What follows belongs to an exercise in optimizing a design on an open flow for a short achievable clock period and few clock cycles per item; a production flow would make more cautious choices.
Only simulation tests tie the RTL to the original design; equivalence was not proved.
Power figures rest on the tool's default switching activity, not on a simulated workload.

===== design/flow/design.v =====
package crf_pkg;
    localparam int CHAN_W  = 2;
    localparam int BTN_W   = 9;
    localparam int DPAD_W  = 4;
    localparam int AXIS_W  = 10;
    localparam int LEVEL_W = 10;
    localparam int MODE_W  = 8;
    localparam int RPT_W   = 13;
    localparam int VAL_W   = 8;
    localparam int BTN_A     = 0;
    localparam int BTN_B     = 1;
    localparam int BTN_X     = 2;
    localparam int BTN_Y     = 3;
    localparam int BTN_SHR   = 4;
    localparam int BTN_TL    = 5;
    localparam int BTN_TR    = 6;
    localparam int BTN_START = 7;
    localparam int BTN_SYS   = 8;
    localparam int PAD_UP = 0;
    localparam int PAD_DN = 1;
    localparam int PAD_RT = 2;
    localparam int PAD_LT = 3;
    localparam int STICK_GAIN   = 55;
    localparam int STICK_OFFSET = 127 * 256;
    localparam int STICK_NUM_W  = 18;
    localparam int TRIG_SHIFT  = 20;
    localparam int TRIG_RECIP  = 523240;
    localparam int TRIG_PROD_W = LEVEL_W + TRIG_SHIFT;
    localparam logic [VAL_W-1:0] VAL_MAX     = 8'd255;
    localparam logic [VAL_W-1:0] TRIG_KNEE   = 8'd245;
    localparam logic [MODE_W-1:0] MODE_TRIG_NIB  = 8'd0;
    localparam logic [MODE_W-1:0] MODE_STICK_NIB = 8'd1;
    localparam logic [MODE_W-1:0] MODE_BOTH_NIB  = 8'd2;
    localparam logic [MODE_W-1:0] MODE_AB_ZERO   = 8'd4;
    typedef struct packed {
        logic [CHAN_W-1:0]         channel;
        logic [BTN_W-1:0]          button_bits;
        logic [DPAD_W-1:0]         dpad_bits;
        logic signed [AXIS_W-1:0]  axis_left_x;
        logic signed [AXIS_W-1:0]  axis_left_y;
        logic signed [AXIS_W-1:0]  axis_right_x;
        logic signed [AXIS_W-1:0]  axis_right_y;
        logic [LEVEL_W-1:0]        brake_level;
        logic [LEVEL_W-1:0]        throttle_level;
        logic [MODE_W-1:0]         analog_mode;
    } t_upd_item;
    typedef struct packed {
        logic [CHAN_W-1:0] out_channel;
        logic [RPT_W-1:0]  report_buttons;
        logic [VAL_W-1:0]  stick_lx;
        logic [VAL_W-1:0]  stick_ly;
        logic [VAL_W-1:0]  stick_rx;
        logic [VAL_W-1:0]  stick_ry;
        logic [VAL_W-1:0]  trig_left;
        logic [VAL_W-1:0]  trig_right;
    } t_rpt_item;
    typedef struct packed {
        logic [VAL_W-1:0] level;
        logic             btn;
    } t_trig;
endpackage
module crf_stick_scale (
    input  logic signed [crf_pkg::AXIS_W:0] i_axis,    
    output logic [crf_pkg::VAL_W-1:0]       o_value
);
    logic signed [crf_pkg::STICK_NUM_W-1:0] w_num;
    assign w_num = crf_pkg::STICK_NUM_W'(i_axis) * crf_pkg::STICK_NUM_W'(signed'(crf_pkg::STICK_GAIN))
                 + crf_pkg::STICK_NUM_W'(signed'(crf_pkg::STICK_OFFSET));
    always_comb begin
        if (w_num[crf_pkg::STICK_NUM_W-1]) begin
            o_value = '0;
        end else if (|w_num[crf_pkg::STICK_NUM_W-2:crf_pkg::VAL_W+8]) begin
            o_value = crf_pkg::VAL_MAX;
        end else begin
            o_value = w_num[crf_pkg::VAL_W+7:8];
        end
    end
endmodule
module crf_trig_scale (
    input  logic [crf_pkg::LEVEL_W-1:0] i_level,
    input  logic                        i_btn,
    output crf_pkg::t_trig              o_trig
);
    logic [crf_pkg::TRIG_PROD_W-1:0] w_prod;
    logic [crf_pkg::LEVEL_W-1:0]     w_scaled;
    logic [crf_pkg::VAL_W-1:0]       w_sat;
    assign w_prod   = crf_pkg::TRIG_PROD_W'(i_level) * crf_pkg::TRIG_PROD_W'(crf_pkg::TRIG_RECIP);
    assign w_scaled = w_prod[crf_pkg::TRIG_PROD_W-1:crf_pkg::TRIG_SHIFT];
    assign w_sat    = (w_scaled > crf_pkg::LEVEL_W'(crf_pkg::VAL_MAX)) ? crf_pkg::VAL_MAX : w_scaled[crf_pkg::VAL_W-1:0];
    always_comb begin
        if (w_sat > crf_pkg::TRIG_KNEE) begin
            o_trig.level = i_btn ? crf_pkg::VAL_MAX : w_sat;
            o_trig.btn   = 1'b1;
        end else if (w_sat != '0) begin
            o_trig.level = w_sat;
            o_trig.btn   = 1'b0;
        end else begin
            o_trig.level = i_btn ? crf_pkg::VAL_MAX : '0;
            o_trig.btn   = i_btn;
        end
    end
endmodule
module crf_report_build (
    input  logic [crf_pkg::CHAN_W-1:0] i_channel,
    input  logic [crf_pkg::BTN_W-1:0]  i_buttons,
    input  logic [crf_pkg::DPAD_W-1:0] i_dpad,
    input  logic [crf_pkg::MODE_W-1:0] i_mode,
    input  logic [crf_pkg::VAL_W-1:0]  i_lx,
    input  logic [crf_pkg::VAL_W-1:0]  i_ly,
    input  logic [crf_pkg::VAL_W-1:0]  i_rx,
    input  logic [crf_pkg::VAL_W-1:0]  i_ry,
    input  crf_pkg::t_trig             i_tl,
    input  crf_pkg::t_trig             i_tr,
    output crf_pkg::t_rpt_item         o_rpt
);
    always_comb begin
        o_rpt.out_channel    = i_channel;
        o_rpt.report_buttons = {1'b1,
                                i_dpad[crf_pkg::PAD_RT], i_dpad[crf_pkg::PAD_LT],
                                i_dpad[crf_pkg::PAD_DN], i_dpad[crf_pkg::PAD_UP],
                                i_tr.btn, i_tl.btn, i_buttons[crf_pkg::BTN_SHR],
                                i_buttons[crf_pkg::BTN_START] | i_buttons[crf_pkg::BTN_SYS],
                                i_buttons[crf_pkg::BTN_Y], i_buttons[crf_pkg::BTN_X],
                                i_buttons[crf_pkg::BTN_B], i_buttons[crf_pkg::BTN_A]};
        o_rpt.stick_lx   = i_lx;
        o_rpt.stick_ly   = i_ly;
        o_rpt.stick_rx   = i_rx;
        o_rpt.stick_ry   = i_ry;
        o_rpt.trig_left  = i_tl.level;
        o_rpt.trig_right = i_tr.level;
        case (i_mode)
            crf_pkg::MODE_TRIG_NIB: begin
                o_rpt.trig_left  = i_tl.level >> 4;
                o_rpt.trig_right = i_tr.level >> 4;
            end
            crf_pkg::MODE_STICK_NIB: begin
                o_rpt.stick_rx = i_rx >> 4;
                o_rpt.stick_ry = i_ry >> 4;
            end
            crf_pkg::MODE_BOTH_NIB: begin
                o_rpt.trig_left  = i_tl.level >> 4;
                o_rpt.trig_right = i_tr.level >> 4;
                o_rpt.stick_rx   = i_rx >> 4;
                o_rpt.stick_ry   = i_ry >> 4;
            end
            crf_pkg::MODE_AB_ZERO: begin
                o_rpt.trig_left  = '0;
                o_rpt.trig_right = '0;
            end
            default: begin
            end
        endcase
    end
endmodule
module controller_report_formatter_unit (
    input  logic                              i_clk,
    input  logic                              i_rst_n,
    input  logic                              i_upd_valid,
    output logic                              o_upd_ready,
    input  logic [crf_pkg::CHAN_W-1:0]        i_upd_channel,
    input  logic [crf_pkg::BTN_W-1:0]         i_upd_button_bits,
    input  logic [crf_pkg::DPAD_W-1:0]        i_upd_dpad_bits,
    input  logic signed [crf_pkg::AXIS_W-1:0] i_upd_axis_left_x,
    input  logic signed [crf_pkg::AXIS_W-1:0] i_upd_axis_left_y,
    input  logic signed [crf_pkg::AXIS_W-1:0] i_upd_axis_right_x,
    input  logic signed [crf_pkg::AXIS_W-1:0] i_upd_axis_right_y,
    input  logic [crf_pkg::LEVEL_W-1:0]       i_upd_brake_level,
    input  logic [crf_pkg::LEVEL_W-1:0]       i_upd_throttle_level,
    input  logic [crf_pkg::MODE_W-1:0]        i_upd_analog_mode,
    output logic                              o_rpt_valid,
    input  logic                              i_rpt_ready,
    output logic [crf_pkg::CHAN_W-1:0]        o_rpt_out_channel,
    output logic [crf_pkg::RPT_W-1:0]         o_rpt_report_buttons,
    output logic [crf_pkg::VAL_W-1:0]         o_rpt_stick_lx,
    output logic [crf_pkg::VAL_W-1:0]         o_rpt_stick_ly,
    output logic [crf_pkg::VAL_W-1:0]         o_rpt_stick_rx,
    output logic [crf_pkg::VAL_W-1:0]         o_rpt_stick_ry,
    output logic [crf_pkg::VAL_W-1:0]         o_rpt_trig_left,
    output logic [crf_pkg::VAL_W-1:0]         o_rpt_trig_right
);
    logic       r_s1_valid;
    crf_pkg::t_upd_item  r_s1_item;
    logic       r_s2_valid;
    crf_pkg::t_rpt_item  r_s2_item;
    logic       w_s1_ready;
    logic       w_s2_ready;
    crf_pkg::t_upd_item  w_upd;
    crf_pkg::t_rpt_item  n_s2_item;
    logic signed [crf_pkg::AXIS_W:0] w_lx;
    logic signed [crf_pkg::AXIS_W:0] w_ly;
    logic signed [crf_pkg::AXIS_W:0] w_rx;
    logic signed [crf_pkg::AXIS_W:0] w_ry;
    logic [crf_pkg::VAL_W-1:0]       w_lx_val;
    logic [crf_pkg::VAL_W-1:0]       w_ly_val;
    logic [crf_pkg::VAL_W-1:0]       w_rx_val;
    logic [crf_pkg::VAL_W-1:0]       w_ry_val;
    crf_pkg::t_trig                  w_tl;
    crf_pkg::t_trig                  w_tr;
    assign w_s2_ready  = !r_s2_valid || i_rpt_ready;
    assign w_s1_ready  = !r_s1_valid || w_s2_ready;
    assign o_upd_ready = w_s1_ready;
    assign w_upd.channel        = i_upd_channel;
    assign w_upd.button_bits    = i_upd_button_bits;
    assign w_upd.dpad_bits      = i_upd_dpad_bits;
    assign w_upd.axis_left_x    = i_upd_axis_left_x;
    assign w_upd.axis_left_y    = i_upd_axis_left_y;
    assign w_upd.axis_right_x   = i_upd_axis_right_x;
    assign w_upd.axis_right_y   = i_upd_axis_right_y;
    assign w_upd.brake_level    = i_upd_brake_level;
    assign w_upd.throttle_level = i_upd_throttle_level;
    assign w_upd.analog_mode    = i_upd_analog_mode;
    always_ff @(posedge i_clk) begin
        if (!i_rst_n) begin
            r_s1_valid <= 1'b0;
        end else if (w_s1_ready) begin
            r_s1_valid <= i_upd_valid;
        end
    end
    always_ff @(posedge i_clk) begin
        if (w_s1_ready && i_upd_valid) begin
            r_s1_item <= w_upd;
        end
    end
    assign w_lx = (crf_pkg::AXIS_W+1)'(r_s1_item.axis_left_x);
    assign w_ly = -((crf_pkg::AXIS_W+1)'(r_s1_item.axis_left_y));
    assign w_rx = (crf_pkg::AXIS_W+1)'(r_s1_item.axis_right_x);
    assign w_ry = -((crf_pkg::AXIS_W+1)'(r_s1_item.axis_right_y));
    crf_stick_scale u_lx (.i_axis(w_lx), .o_value(w_lx_val));
    crf_stick_scale u_ly (.i_axis(w_ly), .o_value(w_ly_val));
    crf_stick_scale u_rx (.i_axis(w_rx), .o_value(w_rx_val));
    crf_stick_scale u_ry (.i_axis(w_ry), .o_value(w_ry_val));
    crf_trig_scale u_tl (
        .i_level (r_s1_item.brake_level),
        .i_btn   (r_s1_item.button_bits[crf_pkg::BTN_TL]),
        .o_trig  (w_tl)
    );
    crf_trig_scale u_tr (
        .i_level (r_s1_item.throttle_level),
        .i_btn   (r_s1_item.button_bits[crf_pkg::BTN_TR]),
        .o_trig  (w_tr)
    );
    crf_report_build u_build (
        .i_channel (r_s1_item.channel),
        .i_buttons (r_s1_item.button_bits),
        .i_dpad    (r_s1_item.dpad_bits),
        .i_mode    (r_s1_item.analog_mode),
        .i_lx      (w_lx_val),
        .i_ly      (w_ly_val),
        .i_rx      (w_rx_val),
        .i_ry      (w_ry_val),
        .i_tl      (w_tl),
        .i_tr      (w_tr),
        .o_rpt     (n_s2_item)
    );
    always_ff @(posedge i_clk) begin
        if (!i_rst_n) begin
            r_s2_valid <= 1'b0;
        end else if (w_s2_ready) begin
            r_s2_valid <= r_s1_valid;
        end
    end
    always_ff @(posedge i_clk) begin
        if (w_s2_ready && r_s1_valid) begin
            r_s2_item <= n_s2_item;
        end
    end
    assign o_rpt_valid          = r_s2_valid;
    assign o_rpt_out_channel    = r_s2_item.out_channel;
    assign o_rpt_report_buttons = r_s2_item.report_buttons;
    assign o_rpt_stick_lx       = r_s2_item.stick_lx;
    assign o_rpt_stick_ly       = r_s2_item.stick_ly;
    assign o_rpt_stick_rx       = r_s2_item.stick_rx;
    assign o_rpt_stick_ry       = r_s2_item.stick_ry;
    assign o_rpt_trig_left      = r_s2_item.trig_left;
    assign o_rpt_trig_right     = r_s2_item.trig_right;
endmodule

===== design/flow/run.sh =====
#!/bin/bash
# synth_recipe.tcl (not shown) runs the flow's synth.tcl, then flattens the netlist and writes it again
# the make line also repeats each setting of config.mk as NAME=value (left out here)
make -C /OpenROAD-flow-scripts/flow DESIGN_CONFIG=/design/flow/config.mk WORK_HOME=/design/flow/orfs CLKGATE_MAP_FILE= SYNTH_SCRIPT=/design/flow/synth_recipe.tcl finish

===== design/flow/config.mk =====
export PLATFORM = sky130hd
export DESIGN_NAME = controller_report_formatter_unit
export DESIGN_NICKNAME = controller_report_formatter_unit
export VERILOG_FILES = /design/flow/design.v
export SDC_FILE = /design/flow/constraint.sdc
export NUM_CORES = 4
export LEC_CHECK = 0
export CAP_MARGIN = 20
export CORE_MARGIN = 2
export CORE_UTILIZATION = 40
export SLEW_MARGIN = 20

===== design/flow/constraint.sdc =====
create_clock -name core_clock -period 6.8 [get_ports {i_clk}]
set_input_delay 1.3600 -clock core_clock [delete_from_list [all_inputs] [get_ports {i_clk}]]
set_output_delay 1.3600 -clock core_clock [all_outputs]
set_load 0.01 [all_outputs]

==> flow_summary.html <==
<table>
<tr><th>Metric</th><th>Value</th></tr>
<tr><th colspan="2">Logic synthesis</th></tr>
<tr><td>Synth top area share</td><td>26.0%</td></tr>
<tr><td>Cell types occupying the most area after synthesis</td><td>sky130_fd_sc_hd__fa_1 (26%), sky130_fd_sc_hd__edfxtp_1 (24%), sky130_fd_sc_hd__ha_1 (19%), sky130_fd_sc_hd__inv_1 (8.1%), sky130_fd_sc_hd__xnor2_1 (2.7%)</td></tr>
<tr><td>Synthesized netlist cell count</td><td>1,668</td></tr>
<tr><td>Post-synthesis cell type count</td><td>82</td></tr>
<tr><td>Synth Register Bits</td><td>147</td></tr>
<tr><td>Net count after synthesis</td><td>2,263</td></tr>
<tr><td>Post-synth design cell area</td><td>0.0180 sq mm</td></tr>
<tr><td>Avg Synthesized Cell Area</td><td>10.8 sq um</td></tr>
<tr><td>Largest area contributor in the synthesized netlist</td><td>sky130_fd_sc_hd__fa_1</td></tr>
<tr><td>Synthesis warning total</td><td>4</td></tr>
<tr><td>Predominant post-synthesis flop cell</td><td>sky130_fd_sc_hd__edfxtp_1</td></tr>
<tr><td>Share of flip-flops with an asynchronous set or reset after synthesis</td><td>0%</td></tr>
<tr><td>Most frequent cells after synthesis</td><td>sky130_fd_sc_hd__inv_1 (390), sky130_fd_sc_hd__ha_1 (274), sky130_fd_sc_hd__fa_1 (234)</td></tr>
<tr><td>Count leader, synth</td><td>sky130_fd_sc_hd__inv_1</td></tr>
<tr><td>Post-synth EDFFs</td><td>145</td></tr>
<tr><td>Register area share after synthesis</td><td>24.4%</td></tr>
<tr><th colspan="2">Die</th></tr>
<tr><td>Die boundary width</td><td>216 microns</td></tr>
<tr><td>Core ar.</td><td>0.0443 sq mm</td></tr>
<tr><td>Vert. Die Dim</td><td>216 microns</td></tr>
<tr><td>Boundary Pins</td><td>152</td></tr>
<tr><td>Starting density of the core</td><td>40.7%</td></tr>
<tr><td>Row cnt</td><td>77</td></tr>
<tr><td>Area of the die</td><td>0.0468 sq mm</td></tr>
<tr><th colspan="2">Finish</th></tr>
<tr><td>Post-Layout Inst Area</td><td>0.0210 sq mm</td></tr>
<tr><td>Diode count</td><td>0</td></tr>
<tr><td>Multi-input gate area</td><td>0.0121 sq mm</td></tr>
<tr><td>Share of layout cells above drive strength 1</td><td>4.93%</td></tr>
<tr><td>FF+latch area</td><td>0.00439 sq mm</td></tr>
<tr><td>Utilization after layout</td><td>47.3%</td></tr>
<tr><td>Synthesis-to-finish area growth</td><td>16.3%</td></tr>
<tr><td>Layout filler cell count</td><td>4,073</td></tr>
<tr><td>Count of nets after finishing</td><td>2,429</td></tr>
<tr><th colspan="2">Setup path</th></tr>
<tr><td>Largest fanout on the critical path</td><td>7</td></tr>
<tr><td>Crit Path Class</td><td>flop to flop</td></tr>
<tr><td>FF-to-FF path depth</td><td>20</td></tr>
<tr><td>CP max stage cell</td><td>sky130_fd_sc_hd__fa_2</td></tr>
<tr><td>Critical path required time</td><td>7.11 ns</td></tr>
<tr><td>Data arrival at the endpoint of the critical path</td><td>6.75 ns</td></tr>
<tr><td>Flop2flop setup slack</td><td>0.36 ns</td></tr>
<tr><td>R2R Path End</td><td>r_s2_item[0]</td></tr>
<tr><td>Maximum cell stage delay along the critical path</td><td>0.77 ns</td></tr>
<tr><td>Nature of the critical path startpoint</td><td>flop</td></tr>
<tr><td>Critical Path Sink Type</td><td>flop</td></tr>
<tr><td>Launch point of the worst reg-to-reg path</td><td>r_s1_item[17]</td></tr>
<tr><td>Critical Path, Cell by Cell</td><td>fa_2, inv_1, fa_1, fa_1, inv_1, fa_1, inv_1, fa_1, inv_1, ha_1, a21o_1, a21o_1, a21oi_1, o21ai_1, o31a_1, xnor2_1, nand2_1, o41ai_4, a21oi_2, o221ai_1</td></tr>
<tr><th colspan="2">Power and ir drop</th></tr>
<tr><td>Static leakage power</td><td>9.68 nW</td></tr>
<tr><td>VDD IR max</td><td>0.270 mV</td></tr>
<tr><td>Areal power density over the cells</td><td>512 mW/mm^2</td></tr>
<tr><th colspan="2">Clock network</th></tr>
<tr><td># clock sinks</td><td>147</td></tr>
<tr><td>Deepest level of the CTS H-tree</td><td>4</td></tr>
<tr><td>CTS Hold Bufs</td><td>0</td></tr>
<tr><td>Clock latency at the later pin of the worst-skew pair</td><td>0.50 ns</td></tr>
<tr><td>Maximum clock insertion buffer count</td><td>2</td></tr>
<tr><td>Number of buffers inserted during clock tree synthesis</td><td>17</td></tr>
<tr><td>CTS clk-pin slew, worst paths</td><td>0.08 ns</td></tr>
<tr><td>CTS tree</td><td>done</td></tr>
<tr><td>Clock Root Buffer</td><td>sky130_fd_sc_hd__clkbuf_16</td></tr>
<tr><th colspan="2">Timing</th></tr>
<tr><td>Fin Setup TNS</td><td>0 ns</td></tr>
<tr><td>Hold Vio Cnt, Final</td><td>0</td></tr>
<tr><td>Setup violations, final</td><td>0</td></tr>
<tr><td>Slew @ Worst Pin</td><td>1.08 ns</td></tr>
<tr><td>Total count of max-transition violations in the final report</td><td>0</td></tr>
<tr><td>Achievable Freq</td><td>0.155 GHz</td></tr>
<tr><td>Final min period</td><td>6.44 ns</td></tr>
<tr><td>Unrepaired setup endpoints after global routing</td><td>no</td></tr>
<tr><td>Period Utilization, post-route</td><td>94.7%</td></tr>
<tr><td>Final Skew</td><td>0.0148 ns</td></tr>
<tr><td>Slew Limit Headroom</td><td>27.7%</td></tr>
<tr><th colspan="2">Placement</th></tr>
<tr><td>Routability cong.</td><td>0.874</td></tr>
<tr><td>HPWL reported at the end of detailed placement</td><td>31,300 microns</td></tr>
<tr><td>Count of input and output buffers</td><td>150</td></tr>
<tr><td>Area after detailed placement</td><td>0.0203 sq mm</td></tr>
<tr><th colspan="2">Routing</th></tr>
<tr><td>Drc violations</td><td>0</td></tr>
<tr><td>Number of detailed-route iterations in the first pass</td><td>4</td></tr>
<tr><td>Sum of routed wire length over all layers</td><td>37,400 microns</td></tr>
<tr><td>DRC violation total after the first TritonRoute iteration</td><td>316</td></tr>
<tr><td>Post-route ant nets</td><td>0</td></tr>
<tr><td>Routed vias/inst</td><td>4.92</td></tr>
<tr><td>Via count of the routed design</td><td>12,000</td></tr>
<tr><td>Routed length per instance</td><td>15.3 microns</td></tr>
<tr><th colspan="2">Global routing</th></tr>
<tr><td>Global-route wire length before repair</td><td>64,500 microns</td></tr>
<tr><td>Number of global-route vias before repair</td><td>13,122</td></tr>
<tr><td>Overall overflow remaining after global route</td><td>0</td></tr>
<tr><td>Number of antenna violations at the first check in global routing</td><td>1</td></tr>
<tr><td>Maximum number of pins on one net before global-route repair</td><td>49</td></tr>
<tr><td>Global Route Usage Sum</td><td>17.5%</td></tr>
<tr><th colspan="2">Min path</th></tr>
<tr><td>Worst Min Path Start</td><td>r_s1_item[81]</td></tr>
<tr><td>WHS Endpoint</td><td>r_s2_item[61]</td></tr>
<tr><td>Hold Path Class</td><td>flop to flop</td></tr>
<tr><td>Hold path cells</td><td>0</td></tr>
<tr><th colspan="2">Run status</th></tr>
<tr><td>Outcome</td><td>no timing/DRC/antenna violations</td></tr>
<tr><th colspan="2">Run</th></tr>
<tr><td>Max_cap viols</td><td>0</td></tr>
</table>
worst max-delay path by stage:
stage / from / to / slack (ns) / cells after the start
2_1_floorplan: r_s1_item[25] / r_s2_item[12] / 0.69 / 20
3_3_place_gp: r_s1_item[25] / r_s2_item[15] / 0.33 / 20
3_5_place_dp: r_s1_item[25] / r_s2_item[12] / 0.22 / 20
4_1_cts: r_s1_item[25] / r_s2_item[12] / 0.18 / 20
5_1_grt: r_s1_item[17] / r_s2_item[0] / 0.009 / 20
6_report: r_s1_item[17] / r_s2_item[0] / 0.36 / 20
final cells by class:
cell class	count	share of cell area (%)
Sequential cell	147	21.0
Clock inverter	15	0.914
Clock buffer	17	2.03
Timing Repair Buffer	162	7.60
Inverter	390	6.99
Multi-Input combinational cell	1116	58.0
Tap cell	592	3.54
kinds of logic after synthesis:
| group | after synthesis | synth area share (%) |
|---|---|---|
| flip-flops | 147 | 24.4 |
| adder cells (fa/ha/maj) | 508 | 45.0 |
| AO/OA/AOI/OAI | 254 | 9.76 |
| other | 1 | 0.0208 |
| buffers and inverters | 405 | 8.46 |
| XOR/XNOR | 95 | 4.62 |
| multiplexers | 13 | 0.764 |
| AND/OR/NAND/NOR | 245 | 6.97 |
cells in the final DEF (no fill, tap or decap), types with 40 or more instances in the layout:
cell type / n
sky130_fd_sc_hd__a21oi_1: 68
sky130_fd_sc_hd__clkdlybuf4s50_1: 150
sky130_fd_sc_hd__edfxtp_1: 145
sky130_fd_sc_hd__fa_1: 231
sky130_fd_sc_hd__ha_1: 274
sky130_fd_sc_hd__inv_1: 390
sky130_fd_sc_hd__nand2_1: 49
sky130_fd_sc_hd__nor2_1: 63
sky130_fd_sc_hd__xnor2_1: 55
sky130_fd_sc_hd__xor2_1: 40
through the flow:
step | worst slack (ns) | power [W] | instances | hold WS, ns
finish | 0.359 | 0.0107 | 2439 | 0.424
global route | 0.00913 | 0.0120 | 2439 | 0.432
CTS | 0.178 | 0.0108 | 2439 | 0.425
detailed placement | 0.219 | 0.00970 | 2407 | 0.406
global placement | 0.326 | 0.00954 | 2407 | 0.401
floorplan | 0.692 | 0.00780 | 1668 | 0.400
layer usage:
metal	vias to the layer above	GRT usage (%)	share of wire [%]
met2	216	29.5	48
met4	2	6.16	2.1
met3	49	4.13	4.6
met1	5820	21.9	45
li1	5913	-	-
met5	-	0	0.032
report_power, final:
group / switching, W / internal (W) / leakage [nW]
Clock: 0.000515 / 0.000506 / 0.302
Sequential: 0.000102 / 0.00135 / 1.40
Combinational: 0.00463 / 0.00362 / 7.97
critical path: cells and delay by family (launching register included):
family,cells,cell delay (ns)
AOI/OAI and AO/OA,8,1.92
xor gates and xnor gates,1,0.30
DFF,1,0.52
adders and majority gates,6,3.03
buffers and inverters,4,0.32
and+or+nand+nor,1,0.16
sequential cells by signal (all words and copies together), names as in the netlist:
name        count
r_s2_valid      1
r_s2_item      62
r_s1_item      83
r_s1_valid      1
repair_timing:
| action | in CTS | in global routing |
|---|---|---|
| endpoints found under the hold margin | 0 | 0 |
| resized for setup | 0 | 4 |
| endpoints found under the setup margin | 0 | 14 |
| buffers inserted | 0 | 0 |
Testbench counts, summed over its fixed seeds: cycles 16,016, items 16,000.

-- what the ideal ports hide --
How much do the figures lean on ideal ports? The routed layout below was timed once more, with nothing changed but the port constraints.
Step 1 assumes that a clkbuf_16 drives the clock port and a buf_2 every other input.
Step 2 adds t to the input delays and takes it off the output delays; t is the mean of the earliest and latest rising clock arrival at the registers after step 1. Input paths then give back, and output paths get back, about the clock's delay inside the block.
Three values: no drivers, after step 1, after step 2; two values: the first two.
t (ns): 0.540
setup slack, ns: 0.359 / 0.359 / 0.359
worst hold slack (ns): 0.424 / 0.424 / 0.424
After both steps setup and hold are still met in this run. The setup slack of this run moves by 0.000 ns with the drivers and by 0.000 ns with both steps.
